From an optimization exercise on the open Yosys and OpenROAD flow, aimed at small area, a short achievable clock period and few clock cycles per item; shortcuts taken in it are not production practice. Only simulation tests tie the RTL to the original design; equivalence was not proved. Power and IR drop assume default switching activity.

==> inputs of quartz <==
// card_shoe
module card_shoe (
	input  logic       clk,
	input  logic       arst_n,
	input  logic       start,
	output logic       busy,
	input  logic [1:0] req_op,
	input  logic [30:0] req_random,
	output logic       done,
	output logic       rsp_card_valid,
	output logic [3:0] rsp_card_rank,
	output logic [1:0] rsp_card_suit,
	output logic [8:0] rsp_cards_left,
	output logic       rsp_reshuffle_needed,
	output logic       rsp_shuffle_busy,
	input  logic       cfg_we,
	input  logic       cfg_index,
	input  logic [8:0] cfg_data
);
	csd_pkg::req_t req;
	csd_pkg::rsp_t rsp;
	assign req.op           = req_op;
	assign req.random_value = req_random;
	card_shoe_shuffle_deal u_core (
		.clk       (clk),
		.arst_n    (arst_n),
		.start     (start),
		.busy      (busy),
		.req       (req),
		.done      (done),
		.rsp       (rsp),
		.cfg_we    (cfg_we),
		.cfg_index (cfg_index),
		.cfg_data  (cfg_data)
	);
  ...
clock: 10.0 ns
lec_check: 0
cap_margin: 20
cell_pad_in_sites_detail_placement: 1
cell_pad_in_sites_global_placement: 1
core_margin: 2
core_utilization: 30
cts_cluster_diameter: 70
cts_cluster_size: 30
place_density: 0.5
slew_margin: 20
synth_hierarchical: 1
run.sh (not shown) runs the stock make flow with config.mk's settings and CLKGATE_MAP_FILE= SYNTH_SCRIPT=/design/flow/synth_recipe.tcl, a recipe that flattens the netlist after the stock synthesis.
==> umber (differences from quartz) <==
Settings changed: CELL_PAD_IN_SITES_DETAIL_PLACEMENT 1 to unset, CELL_PAD_IN_SITES_GLOBAL_PLACEMENT 1 to unset, CTS_CLUSTER_DIAMETER 70 to unset, CTS_CLUSTER_SIZE 30 to unset, PLACE_DENSITY 0.5 to unset.
==> harbor (differences from quartz) <==
--- a/flow/design.v
+++ b/flow/design.v
@@ -117,40 +117,41 @@
 	end
 	assign out_valid = v_q[NST];
 	assign out_rem   = r_q[NST];
 	assign out_div   = d_q[NST];
 endmodule
 import csd_pkg::*;
 module csd_card_ram (
 	input  logic           clk,
-	input  logic           shift,
+	input  logic [7:0]     shift,
 	input  logic           fix,
 	input  csd_pkg::card_t fixd,
 	input  logic [7:0]     e_oh,
-	input  logic           load,
+	input  logic [7:0]     load,
 	input  logic [25:0]    wr_hi,
 	input  logic [15:0]    wr_lo,
 	input  logic [25:0]    rd_hi,
-	input  logic [15:0]    rd_lo,
+	input  logic [15:0]    rd_lo_a,
+	input  logic [15:0]    rd_lo_b,
 	output csd_pkg::card_t rdata
 );
 	localparam int N = STORE_DEPTH;
 	logic [N-1:0][5:0] st;
 	logic [N-1:0][5:0] st_n;
 	logic [5:0]        top;
 	logic [N-1:0]      s_sh, s_h, s_nw;
 	logic [N-1:0][5:0] nwv, prevs;
 	logic [25:0][5:0] row;
 	always_comb begin
 		logic [5:0] acc;
 		for (int h = 0; h < 26; h++) begin
 			acc = '0;
 			for (int l = 0; l < 16; l++)
-				acc = acc | ({6{rd_lo[l]}} & st[16 * h + l]);
+				acc = acc | ({6{(h < 13) ? rd_lo_a[l] : rd_lo_b[l]}} & st[16 * h + l]);
 			row[h] = acc;
 		end
 		acc = '0;
 		for (int h = 0; h < 26; h++)
 			acc = acc | ({6{rd_hi[h]}} & row[h]);
 		rdata = acc;
 	end
 	assign top   = st[N-1];
@@ -161,24 +162,24 @@
 			logic [5:0] wv;
 			if (p == 0) begin
 				prev = top;
 			end else if ((p % 52) == 0 && e_oh[p / 52]) begin
 				prev = top;
 			end else begin
 				prev = st[p-1];
 			end
-			wv[3:0] = load ? 4'((p % 13) + 1) : top[3:0];
-			wv[5:4] = load ? 2'((p / 13) % 4) : top[5:4];
+			wv[3:0] = load[p / 52] ? 4'((p % 13) + 1) : top[3:0];
+			wv[5:4] = load[p / 52] ? 2'((p / 13) % 4) : top[5:4];
 			nwv[p]  = ~wv;
 			prevs[p]    = prev;
-			ws      = load | (wr_hi[p >> 4] & wr_lo[p & 15]);
+			ws      = load[p / 52] | (wr_hi[p >> 4] & wr_lo[p & 15]);
 			s_nw[p] = !ws;
-			s_sh[p] = shift & !ws;
-			s_h[p]  = !shift & !ws;
+			s_sh[p] = shift[p / 52] & !ws;
+			s_h[p]  = !shift[p / 52] & !ws;
 		end
 	end
 	for (genvar p = 0; p < N; p++) begin : g_slot
 		for (genvar b = 0; b < 6; b++) begin : g_bit
 			csd_slot_bit u_bit (
 				.s_sh (s_sh[p]),
 				.s_h  (s_h[p]),
 				.s_nw (s_nw[p]),
@@ -186,19 +187,19 @@
 				.prev (prevs[p][b]),
 				.q    (st[p][b]),
 				.d    (st_n[p][b])
 			);
 		end
 	end
 	always_ff @(posedge clk) begin
 		for (int p = 0; p < N; p++) begin
-			if (fix && (p % 52) == 0 && e_oh[p / 52] && !shift)
+			if (fix && (p % 52) == 0 && e_oh[p / 52] && !shift[p / 52])
 				st[p] <= fixd;
-			else if (fix && (p % 52) == 1 && e_oh[p / 52] && shift)
+			else if (fix && (p % 52) == 1 && e_oh[p / 52] && shift[p / 52])
 				st[p] <= fixd;
 			else
 				st[p] <= st_n[p];
 		end
 	end
 endmodule
 module csd_slot_bit (
 	input  logic s_sh,
@@ -238,24 +239,28 @@
 	logic [7:0]        e_oh_q;           
 	logic [ADDR_W-1:0] base_q;           
 	logic              aligned_q;        
 	logic [ADDR_W-1:0] dslot_q;          
 	logic              barrier_q;
 	logic              load_pend_q;
 	logic              pend_q;           
 	logic              a_valid_q;        
-	logic [ADDR_W-1:0] a_j_q;
-	logic [ADDR_W-1:0] a_off_q;
+	logic [ADDR_W-1:0] a_rslot_q;
+	logic [ADDR_W-1:0] a_wslot_q;
 	logic              x_valid_q;        
 	logic              fix_q;            
 	csd_pkg::card_t    fixd_q;
 	logic              ready_q;          
 	logic [25:0]       rd_hi_q, wr_hi_q;
-	logic [15:0]       rd_lo_q, wr_lo_q;
+	logic [15:0]       rd_lo_a_q, rd_lo_b_q, wr_lo_q;
+	logic              idle_q;           
+	logic              ld_any_q;         
+	logic [7:0]        sh_q;             
+	logic [7:0]        ld_q;             
 	logic              acc_q;
 	logic              deal_card_q;
 	logic              done_q;
 	logic              card_valid_q;
 	csd_pkg::card_t    card_q;
 	logic [ADDR_W-1:0] cards_left_q;
 	logic              reshuffle_q;
 	logic              shuffle_busy_q;
@@ -275,17 +280,17 @@
 	logic              ring_shift;
 	logic              at_top;
 	logic [ADDR_W-1:0] base_inc;
 	logic [ADDR_W-1:0] dslot_inc;
 	logic [ADDR_W-1:0] new_entry;
 	csd_pkg::card_t    rdata;
 	logic [ADDR_W-1:0] shoe_size_n, deal_position_n, shuffle_index_n;
 	logic              shuffle_active_n, p_zero, p_inc;
-	logic              barrier_n, pend_n;
+	logic              barrier_n, pend_n, pend_deal_n;
 	logic [ADDR_W-1:0] base_n;
 	logic [ADDR_W-1:0] rslot, wslot;
 	assign decks_sat     = (deck_count_q > 4'(MAX_DECKS)) ? 4'(MAX_DECKS) : deck_count_q;
 	assign shoe_of_decks = ADDR_W'(decks_sat) * ADDR_W'(DECK_CARDS);
 	assign stop_reached  = (deal_position_q >= cut_position_q) ||
 		(deal_position_q >= shoe_size_q);
 	assign deal_ok       = !shuffle_active_q && !stop_reached &&
 		(deal_position_q < ADDR_W'(STORE_DEPTH));
@@ -299,34 +304,35 @@
 		.dividend  (req.random_value),
 		.divisor   (shuffle_index_q + 9'd1),
 		.divisor3  ({2'b0, shuffle_index_q} + {1'b0, shuffle_index_q, 1'b0} + 11'd3),
 		.any_valid (m_any),
 		.out_valid (m_valid),
 		.out_rem   (m_rem),
 		.out_div   (m_div)
 	);
-	assign do_load    = barrier_q && load_pend_q && !pend_q;
-	assign idle_shift = barrier_q && !load_pend_q && !pend_q && !aligned_q;
+	assign do_load    = ld_any_q;
+	assign idle_shift = idle_q;
 	assign ring_shift = x_valid_q || idle_shift;
 	assign at_top     = (base_q == TOP_SLOT);
 	assign base_inc   = at_top ? entry_q : base_q + 9'd1;
 	assign dslot_inc  = (dslot_q == TOP_SLOT) ? entry_q : dslot_q + 9'd1;
 	assign new_entry  = ADDR_W'(STORE_DEPTH) - shoe_size_q;
 	csd_card_ram u_ram (
 		.clk     (clk),
-		.shift   (ring_shift),
+		.shift   (sh_q),
 		.fix     (fix_q),
 		.fixd    (fixd_q),
 		.e_oh    (e_oh_q),
-		.load    (do_load),
+		.load    (ld_q),
 		.wr_hi   (wr_hi_q),
 		.wr_lo   (wr_lo_q),
 		.rd_hi   (rd_hi_q),
-		.rd_lo   (rd_lo_q),
+		.rd_lo_a (rd_lo_a_q),
+		.rd_lo_b (rd_lo_b_q),
 		.rdata   (rdata)
 	);
 	always_ff @(posedge clk or negedge arst_n) begin
 		if (!arst_n) begin
 			deck_count_q   <= 4'd6;
 			cut_position_q <= 9'd234;
 		end else if (cfg_we) begin
 			unique case (cfg_index)
@@ -391,20 +397,55 @@
 		end
 	end
 	always_comb begin
 		if (accept && (req.op == OP_LOAD || req.op == OP_ARM)) barrier_n = 1'b1;
 		else if (do_load) barrier_n = 1'b0;
 		else if (barrier_q && !pend_q && !load_pend_q && (aligned_q || at_top)) barrier_n = 1'b0;
 		else barrier_n = barrier_q;
 		pend_n = in_valid || m_any || a_valid_q || x_valid_q;
+		pend_deal_n = in_valid || m_any || a_valid_q;
 		if (do_load)         base_n = new_entry;
 		else if (ring_shift) base_n = base_inc;
 		else                 base_n = base_q;
 	end
+	logic       load_pend_n, aligned_n, idle_n, ld_any_n;
+	logic [7:0] e_oh_n, sh_n, ld_n;
+	always_comb begin
+		if (accept && req.op == OP_LOAD) load_pend_n = 1'b1;
+		else if (do_load)                load_pend_n = 1'b0;
+		else                             load_pend_n = load_pend_q;
+		if (do_load)         aligned_n = 1'b1;
+		else if (ring_shift) aligned_n = at_top;
+		else                 aligned_n = aligned_q;
+		for (int n = 0; n < 8; n++)
+			e_oh_n[n] = do_load ? (shoe_size_q == ADDR_W'(STORE_DEPTH - DECK_CARDS * n)) : e_oh_q[n];
+		idle_n   = barrier_n && !load_pend_n && !pend_n && !aligned_n;
+		ld_any_n = barrier_n && load_pend_n && !pend_n;
+		for (int n = 0; n < 8; n++) begin
+			logic in_ring;
+			in_ring = 1'b0;
+			for (int m = 0; m <= n; m++) in_ring = in_ring | e_oh_n[m];
+			sh_n[n] = (a_valid_q || idle_n) && in_ring;
+			ld_n[n] = ld_any_n && (shoe_size_n >= ADDR_W'(STORE_DEPTH - DECK_CARDS * n));
+		end
+	end
+	always_ff @(posedge clk or negedge arst_n) begin
+		if (!arst_n) begin
+			idle_q   <= 1'b0;
+			ld_any_q <= 1'b0;
+			sh_q     <= '0;
+			ld_q     <= '0;
+		end else begin
+			idle_q   <= idle_n;
+			ld_any_q <= ld_any_n;
+			sh_q     <= sh_n;
+			ld_q     <= ld_n;
+		end
+	end
 	always_ff @(posedge clk or negedge arst_n) begin
 		if (!arst_n) begin
 			shoe_size_q      <= '0;
 			deal_position_q  <= '0;
 			shuffle_index_q  <= '0;
 			shuffle_active_q <= 1'b0;
 			busy_q           <= 1'b0;
 			ready_q          <= 1'b1;
@@ -419,18 +460,18 @@
 			base_q           <= ADDR_W'(STORE_DEPTH);
 			aligned_q        <= 1'b1;
 			dslot_q          <= ADDR_W'(STORE_DEPTH);
 		end else begin
 			shoe_size_q      <= shoe_size_n;
 			deal_position_q  <= deal_position_n;
 			shuffle_index_q  <= shuffle_index_n;
 			shuffle_active_q <= shuffle_active_n;
-			busy_q           <= barrier_n || (pend_n && !shuffle_active_n);
-			ready_q          <= !(barrier_n || (pend_n && !shuffle_active_n));
+			busy_q           <= barrier_n || (pend_deal_n && !shuffle_active_n);
+			ready_q          <= !(barrier_n || (pend_deal_n && !shuffle_active_n));
 			barrier_q        <= barrier_n;
 			pend_q           <= pend_n;
 			a_valid_q        <= m_valid;
 			x_valid_q        <= a_valid_q;
 			fix_q            <= x_valid_q;
 			if (accept && req.op == OP_LOAD) load_pend_q <= 1'b1;
 			else if (do_load)                load_pend_q <= 1'b0;
 			base_q <= base_n;
@@ -443,25 +484,26 @@
 				aligned_q <= at_top;
 			end
 			if (do_load)               dslot_q <= new_entry;
 			else if (p_zero)           dslot_q <= base_n;
 			else if (ring_shift || p_inc) dslot_q <= dslot_inc;
 		end
 	end
 	always_ff @(posedge clk) begin
-		a_j_q   <= m_rem;
-		a_off_q <= ADDR_W'(STORE_DEPTH) - m_div;
-		fixd_q  <= rdata;
+		a_rslot_q <= m_rem - m_div + ADDR_W'(STORE_DEPTH);
+		a_wslot_q <= m_rem - m_div + ADDR_W'(STORE_DEPTH + 1);
+		fixd_q    <= rdata;
 	end
-	assign rslot = a_valid_q ? a_off_q + a_j_q : dslot_q;
-	assign wslot = a_off_q + a_j_q + 9'd1;
+	assign rslot = a_valid_q ? a_rslot_q : dslot_q;
+	assign wslot = a_wslot_q;
 	always_ff @(posedge clk) begin
 		for (int k = 0; k < 26; k++) rd_hi_q[k] <= (rslot[8:4] == 5'(k));
-		for (int k = 0; k < 16; k++) rd_lo_q[k] <= (rslot[3:0] == 4'(k));
+		for (int k = 0; k < 16; k++) rd_lo_a_q[k] <= (rslot[3:0] == 4'(k)) && (rslot < 9'd208);
+		for (int k = 0; k < 16; k++) rd_lo_b_q[k] <= (rslot[3:0] == 4'(k)) && (rslot >= 9'd208);
 		for (int k = 0; k < 26; k++) wr_hi_q[k] <= a_valid_q && (wslot[8:4] == 5'(k));
 		for (int k = 0; k < 16; k++) wr_lo_q[k] <= (wslot[3:0] == 4'(k));
 	end
 	always_ff @(posedge clk or negedge arst_n) begin
 		if (!arst_n) begin
 			acc_q       <= 1'b0;
 			deal_card_q <= 1'b0;
 			done_q      <= 1'b0;
==> flow/flow/run.sh (new file) <==
#!/bin/bash
# Layout flow: the standard ORFS flow (standard.sh, standard synthesis unchanged,
# same clock period and constraints), with two changes to how the layout is made:
#  - the port buffers are plain buffers (sky130_fd_sc_hd__buf_4) instead of the delay
#    cell buffer_ports picks by default; every port still gets its buffer;
#  - repair_timing is asked for 6.2 ns of setup slack, so it sizes and buffers the
#    paths longer than 3.8 ns instead of stopping at the 10 ns clock.
# The full output of the run goes to flow_run.log in the work folder; ORFS keeps each
# step's own log under orfs/logs/.
set -euo pipefail
export BUFFER_PORTS_ARGS="-buffer_cell sky130_fd_sc_hd__buf_4"
export SETUP_SLACK_MARGIN=6.2
bash standard.sh finish > flow_run.log 2>&1
==> flow/standard.sh (new file) <==
#!/bin/bash
# synth_recipe.tcl (not shown) runs the flow's synth.tcl, then flattens the netlist and writes it again
# the make line also repeats each setting of config.mk as NAME=value (left out here)
make -C /OpenROAD-flow-scripts/flow DESIGN_CONFIG=/design/flow/config.mk WORK_HOME=/design/flow/orfs CLKGATE_MAP_FILE= SYNTH_SCRIPT=/design/flow/synth_recipe.tcl "${@:-finish}"
Settings changed: CORE_UTILIZATION 30 to 42, CTS_CLUSTER_DIAMETER 70 to 100, CTS_CLUSTER_SIZE 30 to 20, PLACE_DENSITY 0.5 to 0.56.
removed: flow/run.sh
==> onyx (differences from quartz) <==
--- a/flow/design.v
+++ b/flow/design.v
@@ -118,106 +118,62 @@
 	assign out_valid = v_q[NST];
 	assign out_rem   = r_q[NST];
 	assign out_div   = d_q[NST];
 endmodule
 import csd_pkg::*;
 module csd_card_ram (
 	input  logic           clk,
 	input  logic           shift,
-	input  logic           fix,
-	input  csd_pkg::card_t fixd,
+	input  logic           wrap_rd,
 	input  logic [7:0]     e_oh,
 	input  logic           load,
 	input  logic [25:0]    wr_hi,
 	input  logic [15:0]    wr_lo,
 	input  logic [25:0]    rd_hi,
 	input  logic [15:0]    rd_lo,
 	output csd_pkg::card_t rdata
 );
 	localparam int N = STORE_DEPTH;
 	logic [N-1:0][5:0] st;
 	logic [N-1:0][5:0] st_n;
 	logic [5:0]        top;
-	logic [N-1:0]      s_sh, s_h, s_nw;
-	logic [N-1:0][5:0] nwv, prevs;
-	logic [25:0][5:0] row;
+	logic [5:0]        wrapv;
 	always_comb begin
 		logic [5:0] acc;
-		for (int h = 0; h < 26; h++) begin
-			acc = '0;
-			for (int l = 0; l < 16; l++)
-				acc = acc | ({6{rd_lo[l]}} & st[16 * h + l]);
-			row[h] = acc;
-		end
 		acc = '0;
-		for (int h = 0; h < 26; h++)
-			acc = acc | ({6{rd_hi[h]}} & row[h]);
+		for (int p = 0; p < N; p++)
+			acc = acc | ({6{rd_hi[p >> 4] & rd_lo[p & 15]}} & st[p]);
 		rdata = acc;
 	end
 	assign top   = st[N-1];
+	assign wrapv = wrap_rd ? rdata : top;
 	always_comb begin
 		for (int p = 0; p < N; p++) begin
 			logic [5:0] prev;
-			logic       ws;
 			logic [5:0] wv;
+			logic       ws;
 			if (p == 0) begin
-				prev = top;
+				prev = wrapv;
 			end else if ((p % 52) == 0 && e_oh[p / 52]) begin
-				prev = top;
+				prev = wrapv;
 			end else begin
 				prev = st[p-1];
 			end
 			wv[3:0] = load ? 4'((p % 13) + 1) : top[3:0];
 			wv[5:4] = load ? 2'((p / 13) % 4) : top[5:4];
-			nwv[p]  = ~wv;
-			prevs[p]    = prev;
-			ws      = load | (wr_hi[p >> 4] & wr_lo[p & 15]);
-			s_nw[p] = !ws;
-			s_sh[p] = shift & !ws;
-			s_h[p]  = !shift & !ws;
-		end
-	end
-	for (genvar p = 0; p < N; p++) begin : g_slot
-		for (genvar b = 0; b < 6; b++) begin : g_bit
-			csd_slot_bit u_bit (
-				.s_sh (s_sh[p]),
-				.s_h  (s_h[p]),
-				.s_nw (s_nw[p]),
-				.nwv  (nwv[p][b]),
-				.prev (prevs[p][b]),
-				.q    (st[p][b]),
-				.d    (st_n[p][b])
-			);
+			ws = load | (wr_hi[p >> 4] & wr_lo[p & 15]);
+			st_n[p] = ({6{ws}} & wv) | ({6{shift & !ws}} & prev) |
+				({6{!shift & !ws}} & st[p]);
 		end
 	end
 	always_ff @(posedge clk) begin
-		for (int p = 0; p < N; p++) begin
-			if (fix && (p % 52) == 0 && e_oh[p / 52] && !shift)
-				st[p] <= fixd;
-			else if (fix && (p % 52) == 1 && e_oh[p / 52] && shift)
-				st[p] <= fixd;
-			else
-				st[p] <= st_n[p];
-		end
+		st <= st_n;
 	end
 endmodule
-module csd_slot_bit (
-	input  logic s_sh,
-	input  logic s_h,
-	input  logic s_nw,
-	input  logic nwv,
-	input  logic prev,
-	input  logic q,
-	output logic d
-);
-	logic x;
-	assign x = ~((s_sh & prev) | (s_h & q));
-	assign d = ~((s_nw | nwv) & x);
-endmodule
 import csd_pkg::*;
 module card_shoe_shuffle_deal (
 	input  logic             clk,
 	input  logic             arst_n,
 	input  logic             start,
 	output logic             busy,
 	input  csd_pkg::req_t    req,
 	output logic             done,
@@ -237,23 +193,17 @@
 	logic [ADDR_W-1:0] entry_q;          
 	logic [7:0]        e_oh_q;           
 	logic [ADDR_W-1:0] base_q;           
 	logic              aligned_q;        
 	logic [ADDR_W-1:0] dslot_q;          
 	logic              barrier_q;
 	logic              load_pend_q;
 	logic              pend_q;           
-	logic              a_valid_q;        
-	logic [ADDR_W-1:0] a_j_q;
-	logic [ADDR_W-1:0] a_off_q;
-	logic              x_valid_q;        
-	logic              fix_q;            
-	csd_pkg::card_t    fixd_q;
-	logic              ready_q;          
+	logic              x_valid_q;
 	logic [25:0]       rd_hi_q, wr_hi_q;
 	logic [15:0]       rd_lo_q, wr_lo_q;
 	logic              acc_q;
 	logic              deal_card_q;
 	logic              done_q;
 	logic              card_valid_q;
 	csd_pkg::card_t    card_q;
 	logic [ADDR_W-1:0] cards_left_q;
@@ -285,17 +235,17 @@
 	logic [ADDR_W-1:0] rslot, wslot;
 	assign decks_sat     = (deck_count_q > 4'(MAX_DECKS)) ? 4'(MAX_DECKS) : deck_count_q;
 	assign shoe_of_decks = ADDR_W'(decks_sat) * ADDR_W'(DECK_CARDS);
 	assign stop_reached  = (deal_position_q >= cut_position_q) ||
 		(deal_position_q >= shoe_size_q);
 	assign deal_ok       = !shuffle_active_q && !stop_reached &&
 		(deal_position_q < ADDR_W'(STORE_DEPTH));
 	assign step_ok       = shuffle_active_q && (shuffle_index_q != '0);
-	assign accept   = start && ready_q;
+	assign accept   = start && !busy_q;
 	assign in_valid = accept && (req.op == OP_STEP) && step_ok;
 	csd_mod_unit u_mod (
 		.clk       (clk),
 		.arst_n    (arst_n),
 		.in_valid  (in_valid),
 		.dividend  (req.random_value),
 		.divisor   (shuffle_index_q + 9'd1),
 		.divisor3  ({2'b0, shuffle_index_q} + {1'b0, shuffle_index_q, 1'b0} + 11'd3),
@@ -309,18 +259,17 @@
 	assign ring_shift = x_valid_q || idle_shift;
 	assign at_top     = (base_q == TOP_SLOT);
 	assign base_inc   = at_top ? entry_q : base_q + 9'd1;
 	assign dslot_inc  = (dslot_q == TOP_SLOT) ? entry_q : dslot_q + 9'd1;
 	assign new_entry  = ADDR_W'(STORE_DEPTH) - shoe_size_q;
 	csd_card_ram u_ram (
 		.clk     (clk),
 		.shift   (ring_shift),
-		.fix     (fix_q),
-		.fixd    (fixd_q),
+		.wrap_rd (x_valid_q),
 		.e_oh    (e_oh_q),
 		.load    (do_load),
 		.wr_hi   (wr_hi_q),
 		.wr_lo   (wr_lo_q),
 		.rd_hi   (rd_hi_q),
 		.rd_lo   (rd_lo_q),
 		.rdata   (rdata)
 	);
@@ -390,79 +339,68 @@
 			endcase
 		end
 	end
 	always_comb begin
 		if (accept && (req.op == OP_LOAD || req.op == OP_ARM)) barrier_n = 1'b1;
 		else if (do_load) barrier_n = 1'b0;
 		else if (barrier_q && !pend_q && !load_pend_q && (aligned_q || at_top)) barrier_n = 1'b0;
 		else barrier_n = barrier_q;
-		pend_n = in_valid || m_any || a_valid_q || x_valid_q;
+		pend_n = in_valid || m_any;
 		if (do_load)         base_n = new_entry;
 		else if (ring_shift) base_n = base_inc;
 		else                 base_n = base_q;
 	end
 	always_ff @(posedge clk or negedge arst_n) begin
 		if (!arst_n) begin
 			shoe_size_q      <= '0;
 			deal_position_q  <= '0;
 			shuffle_index_q  <= '0;
 			shuffle_active_q <= 1'b0;
 			busy_q           <= 1'b0;
-			ready_q          <= 1'b1;
 			barrier_q        <= 1'b0;
 			load_pend_q      <= 1'b0;
 			pend_q           <= 1'b0;
-			a_valid_q        <= 1'b0;
 			x_valid_q        <= 1'b0;
-			fix_q            <= 1'b0;
 			entry_q          <= ADDR_W'(STORE_DEPTH);
 			e_oh_q           <= '0;
 			base_q           <= ADDR_W'(STORE_DEPTH);
 			aligned_q        <= 1'b1;
 			dslot_q          <= ADDR_W'(STORE_DEPTH);
 		end else begin
 			shoe_size_q      <= shoe_size_n;
 			deal_position_q  <= deal_position_n;
 			shuffle_index_q  <= shuffle_index_n;
 			shuffle_active_q <= shuffle_active_n;
 			busy_q           <= barrier_n || (pend_n && !shuffle_active_n);
-			ready_q          <= !(barrier_n || (pend_n && !shuffle_active_n));
 			barrier_q        <= barrier_n;
 			pend_q           <= pend_n;
-			a_valid_q        <= m_valid;
-			x_valid_q        <= a_valid_q;
-			fix_q            <= x_valid_q;
+			x_valid_q        <= m_valid;
 			if (accept && req.op == OP_LOAD) load_pend_q <= 1'b1;
 			else if (do_load)                load_pend_q <= 1'b0;
 			base_q <= base_n;
 			if (do_load) begin
 				entry_q   <= new_entry;
 				for (int n = 0; n < 8; n++)
 					e_oh_q[n] <= (shoe_size_q == ADDR_W'(STORE_DEPTH - DECK_CARDS * n));
 				aligned_q <= 1'b1;
 			end else if (ring_shift) begin
 				aligned_q <= at_top;
 			end
 			if (do_load)               dslot_q <= new_entry;
 			else if (p_zero)           dslot_q <= base_n;
 			else if (ring_shift || p_inc) dslot_q <= dslot_inc;
 		end
 	end
-	always_ff @(posedge clk) begin
-		a_j_q   <= m_rem;
-		a_off_q <= ADDR_W'(STORE_DEPTH) - m_div;
-		fixd_q  <= rdata;
-	end
-	assign rslot = a_valid_q ? a_off_q + a_j_q : dslot_q;
-	assign wslot = a_off_q + a_j_q + 9'd1;
+	assign rslot = m_valid ? ADDR_W'(STORE_DEPTH) - m_div + m_rem : dslot_q;
+	assign wslot = ADDR_W'(STORE_DEPTH + 1) - m_div + m_rem;
 	always_ff @(posedge clk) begin
 		for (int k = 0; k < 26; k++) rd_hi_q[k] <= (rslot[8:4] == 5'(k));
 		for (int k = 0; k < 16; k++) rd_lo_q[k] <= (rslot[3:0] == 4'(k));
-		for (int k = 0; k < 26; k++) wr_hi_q[k] <= a_valid_q && (wslot[8:4] == 5'(k));
+		for (int k = 0; k < 26; k++) wr_hi_q[k] <= m_valid && (wslot[8:4] == 5'(k));
 		for (int k = 0; k < 16; k++) wr_lo_q[k] <= (wslot[3:0] == 4'(k));
 	end
 	always_ff @(posedge clk or negedge arst_n) begin
 		if (!arst_n) begin
 			acc_q       <= 1'b0;
 			deal_card_q <= 1'b0;
 			done_q      <= 1'b0;
 		end else begin
Settings changed: CELL_PAD_IN_SITES_DETAIL_PLACEMENT 1 to unset, CELL_PAD_IN_SITES_GLOBAL_PLACEMENT 1 to unset, CORE_UTILIZATION 30 to 40, CTS_CLUSTER_DIAMETER 70 to unset, CTS_CLUSTER_SIZE 30 to unset, PLACE_DENSITY 0.5 to unset, SYNTH_HIERARCHICAL 1 to unset.
==> reports/qor.yml <==
outcome: "timing/DRC/antenna clean"
final_cell_area_um2: 160000
synth_area_leaders: "dfxtp_1 (44%), a22oi_1 (14%), o21ai_1 (8.5%), ha_1 (3.8%), a22o_1 (3.2%)"
hold_depth: 0
routed-via-count: 138000
power_leader: "sequential cells"
p_seq_share_pct: 42.6
final_cells: 20100
clock_area_share_pct: 3.39
multi_input_area_share_pct: 47.7
worst_path_largest_cell_delay_ns: 0.71
synth_top_cell_area_share_pct: 44.0
grt_pass1_wl_um: 978000
area_share_nonclk_buffers_pct: 1.16
-- figures above: harbor

==> reports/qor.yml <==
routed-via-count: 136000
synth_top_cell_area_share_pct: 44.3
clock_area_share_pct: 7.12
p_seq_share_pct: 37.4
hold_depth: 0
worst_path_largest_cell_delay_ns: 1.04
synth_area_leaders: "dfxtp_1 (44%), a22oi_1 (14%), o21ai_1 (8.5%), ha_1 (3.8%), a221oi_1 (3.4%)"
area_share_nonclk_buffers_pct: 1.17
grt_pass1_wl_um: 848000
outcome: "timing/DRC/antenna clean"
power_leader: "combinational cells"
-- figures above: umber

==> reports/qor.yml <==
dp.cells: 26800
port_buffers: 66
synth_top_cell_area_share_pct: 38.8
stop_stage: "global routing"
grtUsageMet2_pct: 85.3
cts_setup_buffers: 0
async_flop_share_pct: 2.88
grt_pass1_wl_um: 2020000
error: "[ERROR GRT-0116] Global routing finished with congestion. Check the congestion regions in the DRC Viewer."
outcome: "aborted with a tool error"
synth_area_leaders: "dfxtp_1 (39%), nand2_1 (14%), nand3_1 (6.6%), a311oi_1 (5.4%), o21ai_0 (4.5%)"
-- figures above: onyx

==> reports/qor.yml <==
p_switching_uw: 33900
final_cell_area_um2: 167000
worst_path_largest_cell_delay_ns: 0.93
area_share_nonclk_buffers_pct: 1.41
synth_area_leaders: "dfxtp_1 (44%), a22oi_1 (14%), o21ai_1 (8.5%), ha_1 (3.8%), a221oi_1 (3.4%)"
area_delta_synth_final_pct: 13.3
outcome: "timing/DRC/antenna clean"
p_seq_share_pct: 37.1
hold_depth: 0
synth_top_cell_area_share_pct: 44.3
crit_start: "u_core.rd_lo_q[9]"
power_leader: "combinational cells"
clock_area_share_pct: 6.89
wire_per_inst_um: 31.8
fillers: 54900
pwr-share-comb_pct: 43.9
grt_pass1_wl_um: 1000000
final_cells: 22100
routed-via-count: 135000
-- figures above: quartz

Testbench counts of quartz, summed over its fixed seeds: cycles 10,828, requests 10,252.
Testbench counts of umber, summed over its fixed seeds: cycles 10,828, requests 10,252.
Testbench counts of harbor, summed over its fixed seeds: cycles 10,804, requests 10,252.
Testbench counts of onyx, summed over its fixed seeds: cycles 10,780, requests 10,252.

## separate check: timing with driven ports
The results above use ideal ports. As a check the final layouts listed here were re-extracted and re-timed, cells and wires unchanged.
Step 1 sets driving cells, clkbuf_16 on the clock port and buf_2 on the other inputs (assumed; they add their load-dependent delay and slew).
Step 2 moves the port delays by t, midway between the first and last clock arrival at a register: inputs arrive t later, outputs are due t later. That takes back most of the time a late clock gives input paths.
a / b / c = ideal ports / drivers / drivers and shift; a / b = the first two.
| run | t (ns) | setup slack, ns | hold WS [ns] | worst setup path at the end | latest minus earliest clock arrival (ns) |
|---|---|---|---|---|---|
| quartz | 1.107 | 5.406 / 5.406 / 5.189 | 0.309 / 0.309 / 0.309 | input to register | 0.059 / 0.059 |
| umber | 1.093 | 5.532 / 5.532 / 5.196 | 0.318 / 0.318 / 0.318 | input to register | 0.126 / 0.125 |
| harbor | 1.059 | 6.091 / 6.091 / 5.510 | 0.320 / 0.320 / 0.320 | input to register | 0.063 / 0.062 |
After both steps every run listed still meets setup and hold. The setup slack of harbor, which loses most, moves by 0.000 ns with the drivers and by -0.581 ns with both steps.
